Source: an optimization exercise on an open RTL-to-GDS flow (aim: small area, a short achievable clock period and few clock cycles per item). Production flows keep margins and buffers that such runs may drop.
No functional check of the RTL was part of this run.
Power and IR drop assume default switching activity.

File: design/flow/run.sh
#!/bin/bash
# synth_recipe.tcl (not shown) runs the flow's synth.tcl, then flattens the netlist and writes it again
# the make line also repeats each setting of config.mk as NAME=value (left out here)
make -C /OpenROAD-flow-scripts/flow DESIGN_CONFIG=/design/flow/config.mk WORK_HOME=/design/flow/orfs CLKGATE_MAP_FILE= SYNTH_SCRIPT=/design/flow/synth_recipe.tcl finish
File: design/flow/config.mk
export PLATFORM = sky130hd
export DESIGN_NAME = mnps_top
export DESIGN_NICKNAME = mnps_top
export VERILOG_FILES = /design/flow/design.v
export SDC_FILE = /design/flow/constraint.sdc
export NUM_CORES = 4
export LEC_CHECK = 0
export CAP_MARGIN = 20
export CORE_MARGIN = 2
export CORE_UTILIZATION = 40
export SETUP_SLACK_MARGIN = 2.5
export SLEW_MARGIN = 20
File: design/flow/constraint.sdc
create_clock -name core_clock -period 5.0 [get_ports {clk}]
set_input_delay 1.0000 -clock core_clock [delete_from_list [all_inputs] [get_ports {clk}]]
set_output_delay 1.0000 -clock core_clock [all_outputs]
set_load 0.01 [all_outputs]
File: design/flow/design.v
`default_nettype none
package mnps_pkg;
  localparam int DEF_STACK_DEPTH = 16;
  localparam logic FUNC_NOTE_ON  = 1'b0;
  localparam logic FUNC_NOTE_OFF = 1'b1;
  localparam logic [1:0] ACT_NONE    = 2'd0;
  localparam logic [1:0] ACT_START   = 2'd1;
  localparam logic [1:0] ACT_SLIDE   = 2'd2;
  localparam logic [1:0] ACT_RELEASE = 2'd3;
  typedef struct packed {
    logic               func;
    logic        [15:0] note_id;
    logic signed [15:0] note_pitch;
    logic        [15:0] note_velocity;
  } evt_t;
  typedef struct packed {
    logic        [1:0]  action;
    logic        [15:0] voice_id;
    logic signed [15:0] voice_pitch;
    logic        [15:0] voice_velocity;
    logic               overflow;
    logic        [4:0]  held_count;
  } res_t;
  typedef struct packed {
    logic        [15:0] id;
    logic signed [15:0] pitch;
    logic        [15:0] velocity;
  } entry_t;
endpackage
`default_nettype wire
`default_nettype none
module mnps_stack #(
  parameter int STACK_DEPTH = mnps_pkg::DEF_STACK_DEPTH
) (
  input  wire logic                   clk,
  input  wire logic                   rst,
  input  wire logic                   up,
  input  wire logic [STACK_DEPTH-1:0] dn,
  input  wire logic [47:0]            wentry,
  input  wire logic [15:0]            key,
  output logic [STACK_DEPTH-1:0]      eq,
  output logic [STACK_DEPTH-1:0]      valid,
  output logic [STACK_DEPTH-1:0]      valid_n,
  output logic [47:0]                 ent0,
  output logic [47:0]                 ent1
);
  logic [47:0] mem [0:STACK_DEPTH-1];
  for (genvar i = 0; i < STACK_DEPTH; i++) begin : g_ent
    localparam logic [47:0] POL = (i % 2 == 1) ? '1 : '0;
    logic [47:0] below;    
    logic [47:0] above;    
    logic        vbelow;
    logic        vabove;
    logic        sdn;
    logic        hold;
    if (i == 0) begin : g_first
      assign below  = ~wentry;
      assign vbelow = 1'b1;
    end else begin : g_mid
      assign below  = mem[i-1];
      assign vbelow = valid[i-1];
    end
    if (i == STACK_DEPTH - 1) begin : g_last
      assign above  = '0;
      assign vabove = 1'b0;
      assign sdn    = 1'b0;
      assign hold   = !up;
    end else begin : g_inner
      assign above  = mem[i+1];
      assign vabove = valid[i+1];
      assign sdn    = dn[i];
      assign hold   = !up && !dn[i];
    end
    always_ff @(posedge clk) begin
      mem[i] <= ~(({48{up}} & below) | ({48{sdn}} & above) | ({48{hold}} & ~mem[i]));
    end
    assign valid_n[i] = (up && vbelow) || (dn[i] && vabove) || (!up && !dn[i] && valid[i]);
    always_ff @(posedge clk) begin
      if (rst) begin
        valid[i] <= 1'b0;
      end else begin
        valid[i] <= valid_n[i];
      end
    end
    assign eq[i] = valid[i] && ((mem[i][47:32] ^ POL[47:32]) == key);
  end
  assign ent0 = mem[0];
  assign ent1 = ~mem[1];
endmodule
`default_nettype wire
`default_nettype none
module mono_note_priority_stack_unit #(
  parameter int STACK_DEPTH = mnps_pkg::DEF_STACK_DEPTH
) (
  input  wire logic           clk,
  input  wire logic           rst,
  input  wire logic           evt_valid,
  output logic                evt_ready,
  input  wire mnps_pkg::evt_t evt,
  output logic                res_valid,
  input  wire logic           res_ready,
  output mnps_pkg::res_t      res
);
  localparam int D = STACK_DEPTH;
  localparam logic [4:0] C_ONE = 5'd1;
  logic         f_v;
  logic         f_func;
  logic [15:0]  f_id;
  logic [15:0]  f_p;
  logic [15:0]  f_vel;
  logic [D-1:0] f_eq;      
  logic         f_go;      
  logic         f_up;      
  logic [D-1:0] f_hi;      
  logic [D-1:0] f_dn;      
  logic         f_found;   
  logic         f_rem;     
  logic [1:0]     oc;
  mnps_pkg::res_t s_res;
  mnps_pkg::res_t n_res;
  logic [4:0]  cnt;
  logic [15:0] sid;
  logic        svld;
  logic          go;
  logic          ld;
  logic          r_v;
  logic          pop;
  logic          f_v_n;
  logic [1:0]    oc_n;
  logic          go_n;
  logic          on_n;
  logic [D-1:0]  eq;
  logic [D-1:0]  eq_c;
  logic [D-1:0]  eq_n;
  logic [D-1:0]  valid;
  logic [D-1:0]  valid_n;
  logic          on;
  logic          snd;
  logic          one;
  logic          sel1;
  logic [47:0]   ent0;
  logic [47:0]   ent1;
  logic [47:0]   top;
  logic [4:0]    cnt_n;
  mnps_stack #(
    .STACK_DEPTH (D)
  ) u_stack (
    .clk     (clk),
    .rst     (rst),
    .up      (f_up),
    .dn      (f_dn),
    .wentry  ({f_id, f_p, f_vel}),
    .key     (evt.note_id),
    .eq      (eq),
    .valid   (valid),
    .valid_n (valid_n),
    .ent0    (ent0),
    .ent1    (ent1)
  );
  assign go    = f_go;
  assign ld    = !f_v || f_go;
  assign r_v   = (oc != 2'd0);
  assign pop   = r_v && res_ready;
  assign f_v_n = ld ? evt_valid : f_v;
  assign oc_n  = oc + {1'b0, go} - {1'b0, pop};
  assign go_n  = f_v_n && !oc_n[1];
  assign on_n  = ld ? (evt.func == mnps_pkg::FUNC_NOTE_ON) : (f_func == mnps_pkg::FUNC_NOTE_ON);
  always_comb begin
    if (f_up) begin
      eq_c = {eq[D-2:0], (f_id == evt.note_id)};
    end else begin
      for (int i = 0; i < D; i++) begin
        eq_c[i] = f_dn[i] ? ((i == D - 1) ? 1'b0 : eq[(i == D - 1) ? i : i + 1]) : eq[i];
      end
    end
  end
  assign eq_n = ld ? eq_c : f_eq;
  always_comb begin
    f_hi[D-1] = 1'b0;
    for (int i = D - 2; i >= 0; i--) begin
      f_hi[i] = f_hi[i+1] | f_eq[i+1];
    end
  end
  assign f_found = f_hi[0] | f_eq[0];
  assign f_rem   = f_go && !on && f_found;
  assign f_dn    = f_rem ? ~f_hi : '0;
  assign on    = (f_func == mnps_pkg::FUNC_NOTE_ON);
  assign snd   = svld && (sid == f_id);
  assign one   = !valid[1];
  assign sel1  = !f_hi[0] && valid[1];
  assign top   = sel1 ? ent1 : ent0;
  assign cnt_n = f_up ? cnt + C_ONE : f_rem ? cnt - C_ONE : cnt;
  always_comb begin
    if (on) begin
      n_res = {mnps_pkg::ACT_START, f_id, f_p, f_vel, valid[D-1], cnt_n};
    end else if (f_found && snd) begin
      n_res = {(one ? mnps_pkg::ACT_RELEASE : mnps_pkg::ACT_SLIDE), top, 1'b0, cnt_n};
    end else begin
      n_res = {mnps_pkg::ACT_NONE, 48'd0, 1'b0, cnt_n};
    end
  end
  always_ff @(posedge clk) begin
    if (rst) begin
      f_v       <= 1'b0;
      f_go      <= 1'b0;
      f_up      <= 1'b0;
      oc        <= 2'd0;
      evt_ready <= 1'b1;
      res_valid <= 1'b0;
      cnt       <= 5'd0;
      svld      <= 1'b0;
    end else begin
      f_v       <= f_v_n;
      f_go      <= go_n;
      f_up      <= go_n && on_n && !valid_n[D-1];
      oc        <= oc_n;
      evt_ready <= !f_v_n || !oc_n[1];
      res_valid <= (oc_n != 2'd0);
      cnt       <= cnt_n;
      if (go && on) begin
        svld <= 1'b1;
      end else if (f_rem && snd && one) begin
        svld <= 1'b0;
      end
    end
  end
  always_ff @(posedge clk) begin
    if (ld) begin
      f_func <= evt.func;
      f_id   <= evt.note_id;
      f_p    <= evt.note_pitch;
      f_vel  <= evt.note_velocity;
    end
    f_eq <= eq_n;
    if (go && on) begin
      sid <= f_id;
    end else if (f_rem && snd) begin
      sid <= top[47:32];
    end
    if (!oc[1]) begin
      s_res <= n_res;
    end
    if (!r_v || res_ready) begin
      res <= oc[1] ? s_res : n_res;
    end
  end
endmodule
`default_nettype wire
`default_nettype none
module mnps_top (
  input  wire logic        clk,
  input  wire logic        rst,
  input  wire logic        evt_valid,
  output logic             evt_ready,
  input  wire logic        evt_func,
  input  wire logic [15:0] evt_note_id,
  input  wire logic [15:0] evt_note_pitch,
  input  wire logic [15:0] evt_note_velocity,
  output logic             res_valid,
  input  wire logic        res_ready,
  output logic [1:0]       res_action,
  output logic [15:0]      res_voice_id,
  output logic [15:0]      res_voice_pitch,
  output logic [15:0]      res_voice_velocity,
  output logic             res_overflow,
  output logic [4:0]       res_held_count
);
  mnps_pkg::evt_t evt;
  mnps_pkg::res_t res;
  assign evt = {evt_func, evt_note_id, evt_note_pitch, evt_note_velocity};
  assign res_action         = res.action;
  assign res_voice_id       = res.voice_id;
  assign res_voice_pitch    = res.voice_pitch;
  assign res_voice_velocity = res.voice_velocity;
  assign res_overflow       = res.overflow;
  assign res_held_count     = res.held_count;
  mono_note_priority_stack_unit #(
    .STACK_DEPTH (mnps_pkg::DEF_STACK_DEPTH)
  ) u_unit (
    .clk       (clk),
    .rst       (rst),
    .evt_valid (evt_valid),
    .evt_ready (evt_ready),
    .evt       (evt),
    .res_valid (res_valid),
    .res_ready (res_ready),
    .res       (res)
  );
endmodule
`default_nettype wire
==> results.sh <==
export IMPL_whs_path_depth=1
export IMPL_grt_start_max_net_pins=206
export IMPL_rows=114
export IMPL_wl_per_cell_microns=28.8
export IMPL_hold_violations=0
export IMPL_synth_ff_type="dfxtp_1"
export IMPL_r2r_start="u_unit.f_eq[8]"
export IMPL_ys_seq_area_share_pct=55.8
export IMPL_synth_cell_type_count=48
export IMPL_antenna_found_initial=0
export IMPL_critPathKind="reg2reg"
export IMPL_rsz0062_at_grt="yes"
export IMPL_path_clk_slew_ns=0.07
export IMPL_leakagePower_nw=20.2
export IMPL_crit_start="u_unit.f_eq[8]"
export IMPL_core_sq_mm=0.0964
export IMPL_finClkSkew_ns=0.0289
export IMPL_cts_tree="yes"
export IMPL_wl_mm=156
export IMPL_crit_path_end_kind="register"
export IMPL_slew_viol_final=0
export IMPL_min_period_ns=3.11
export IMPL_power_mw=38.6
export IMPL_drcViolationCount=0
export IMPL_fmax_mhz=322
export IMPL_slew_headroom_pct=38.8
export IMPL_synth_edf_count=185
export IMPL_worst_slew_pin_slew_ns=0.918
export IMPL_period_share_pct=62.2
export IMPL_syn_area_sq_mm=0.0389
export IMPL_start_util_pct=40.3
export IMPL_crit_path_max_fanout=8
export IMPL_grt_ovfl_total=0
export IMPL_async_flop_share_pct=0
export IMPL_syn_nets=3760
export IMPL_p_per_area_mw_per_mm2=685
export IMPL_dieArea_sq_mm=0.0996
export IMPL_place_congestion=0.905
export IMPL_place_hpwl_mm=67.3
export IMPL_grt_pass1_wl_mm=193
export IMPL_drtAntennaViolNets=0
export IMPL_holdCritPathClass="reg2reg"
export IMPL_worst_ep_required_time_ns=5.51
export IMPL_arrival_ns=3.61
export IMPL_grt_pass1_vias=29300
export IMPL_clock_latency_ns=0.69
export IMPL_vias=33900
export IMPL_r2r_cells=7
export IMPL_antenna_cells=0
export IMPL_first_pass_iters=6
export IMPL_final_layout_size_suffix_gt1_share_pct=37.6
export IMPL_area_delta_synth_final_pct=44.9
export IMPL_clockBufferDepth=3
export IMPL_die_w_microns=316
export IMPL_ys_ff_latch=990
export IMPL_synthCells=3703
export IMPL_port_buffers=110
export IMPL_synth_top_cell_area_share_pct=41.5
export IMPL_maxCapViolCount=0
export IMPL_reg2reg_slack_ns=1.89
export IMPL_chipHeight_microns=316
export IMPL_cts_sinks=990
export IMPL_yosys_area_top_type="dfxtp_1"
export IMPL_status="timing/DRC/antenna clean"
export IMPL_h_tree_depth=3
export IMPL_root_buffer="clkbuf_16"
export IMPL_drt_first_iter_violations=3542
export IMPL_crit_path_end="u_unit.res[44]"
export IMPL_synth_area_leaders="dfxtp_1 41%, edfxtp_1 14%, a221oi_1 8.7%, a22oi_1 6.6%, o21a_1 5.6%"
export IMPL_cts_buffers=98
export IMPL_setup_tns_ns=0
export IMPL_r2r_end="u_unit.res[44]"
export IMPL_ir_drop_mv=0.356
export IMPL_yosysWarnings=3
export IMPL_vias_per_cell=6.24
export IMPL_pin_count=111
export IMPL_final_nets=4127
export IMPL_grt_usage_pct=25.1
export IMPL_cp_start_kind="register"
export IMPL_holdBufCountCts=0
export IMPL_avgSynthCellArea_sq_um=10.5
export IMPL_finalSetupViolCount=0
-- final cells by class --
| cell class | instances | area, sq um |
|---|---|---|
| clock buffers | 144 | 2820 |
| clock inverters | 39 | 568 |
| fillers | 7453 | 40100 |
| inverters | 55 | 211 |
| multi-input cells | 2415 | 21900 |
| flip-flops and latches | 990 | 21700 |
| well taps | 1276 | 1600 |
| repair buffers | 510 | 7490 |
-- cells in the final DEF, fill, tap and decap left out, drive strengths merged, types with 3 or more instances in the layout --
cell type | synthesis | routed
nor4 | 42 | 42
dlygate4sd2 | 0 | 59
nor2b | 53 | 53
a21oi | 60 | 61
a22oi | 342 | 342
nor2 | 493 | 493
xor2 | 133 | 133
nor3b | 9 | 9
or3 | 10 | 10
bufbuf | 0 | 3
nand4 | 55 | 55
edfxtp | 185 | 185
buf | 66 | 367
bufinv | 0 | 13
nand3 | 4 | 4
clkdlybuf4s15 | 0 | 13
clkbuf | 244 | 176
o21ai | 103 | 103
clkinv | 0 | 23
inv | 55 | 57
or2 | 18 | 82
nor3 | 12 | 14
a211oi | 50 | 50
or4 | 3 | 3
a221oi | 384 | 384
ha | 4 | 4
xnor2 | 161 | 161
mux2i | 16 | 16
nand2 | 90 | 90
o21a | 289 | 289
dfxtp | 805 | 805
clkdlybuf4s50 | 0 | 35
-- synthesized netlist by cell type (all sizes together) (18+ instances only) --
cell type	n
xnor2	161
a221oi	384
a21oi	60
o21ai	103
clkbuf	244
a211oi	50
a22oi	342
nor2b	53
inv	55
nand2	90
edfxtp	185
or2	18
nor4	42
xor2	133
nand4	55
o21a	289
dfxtp	805
nor2	493
buf	66
-- worst min-delay path by stage --
stage                         from                         end
after floorplan           register   u_unit.u_stack.mem[14][0]
after global placement    register   u_unit.u_stack.mem[14][3]
after detailed placement  register   u_unit.u_stack.mem[14][0]
after CTS                 register  u_unit.u_stack.mem[14][27]
after global routing      register  u_unit.u_stack.mem[14][28]
final                     register   u_unit.u_stack.mem[14][9]
-- critical path: stages, from the launching register on --
cell and delay (ns):
edfxtp_1 0.58, or3_4 0.46, or4_4 0.58, or4b_4 0.66, clkbuf_16 0.23, nor2_2 0.17
a21oi_4 0.08, o21ai_2 0.17
-- sequential cells by signal, indices dropped and copies added, names as in the netlist, 2 cells and up, named ones only --
signal and count:
u_unit.u_stack.valid 16, u_unit.f_eq 16, u_unit.oc 2, u_unit.f_vel 16, u_unit.u_stack.mem 720, u_unit.sid 16
u_unit.cnt 5, u_unit.s_res 56, u_unit.res 56, u_unit.f_p 16, u_unit.f_id 16
-- power breakdown --
group / total [mW] / internal [mW] / switching [mW]
clock: 7.84 / 4.58 / 3.25
combinational: 13.3 / 6.92 / 6.37
sequential: 17.4 / 12.1 / 5.37
total: 38.6 / 23.6 / 15.0
-- routing by layer --
layer,global-route usage (%),part of all wire [%],vias up
li1,-,-,14800
met1,31.1,36,16700
met2,43.2,48,1761
met5,0,0,-
met3,2.69,6.6,659
met4,13.2,9.5,0
-- per-stage QoR --
step / hold WS (ns) / instance area [sq um] / worst slack, ns / instances / utilization, %
2_1_floorplan: 0.413 / 39100 / 2.25 / 3703 / -
3_3_place_gp: 0.414 / 41100 / 1.21 / 4845 / 42.6
3_5_place_dp: 0.422 / 41100 / 1.20 / 4845 / 42.6
4_1_cts: 0.420 / 49500 / 2.12 / 5254 / 51.3
5_1_grt: 0.437 / 56300 / 1.91 / 5429 / 58.4
6_report: 0.427 / 56300 / 1.89 / 5429 / 58.4
-- logic make-up after synthesis --
group,share of synthesized area [%]
AO/OA/AOI/OAI,24.1
XOR/XNOR,6.63
adder cells (fa/ha/maj),0.129
buffers and inverters,3.71
flip-flops,55.8
multiplexers,0.412
AND/OR/NAND/NOR,9.29
-- timing repair --
item                                    in CTS  in global routing
setup buffers                              128                 98
gates resized for setup                    652               1151
pin swaps                                  104                173
endpoints found under the setup margin     958                890
hold endpoints to repair                     0                  0
cloned                                      98                 76

[static timing again, ports no longer ideal]
In the flow no input, the clock included, has a driving cell. The finished layout below was timed again as built, in two steps.
Step 1 sets driving cells, clkbuf_16 on the clock port and buf_2 on the other inputs (assumed; they add their load-dependent delay and slew).
Step 2 adds t to the input delays and takes it off the output delays; t is the mean of the earliest and latest rising clock arrival at the registers after step 1. Input paths then give back, and output paths get back, about the clock's delay inside the block.
a / b / c = ideal / step 1 / step 2; a / b = the first two.
t, ns: 0.747
setup slack, ns: 1.892 / 1.892 / 1.741
cell pins on the clock port's net: 1
After both steps setup and hold are still met in this run. For this run, drivers alone change the setup slack by 0.000 ns; drivers and shift together by -0.151 ns.
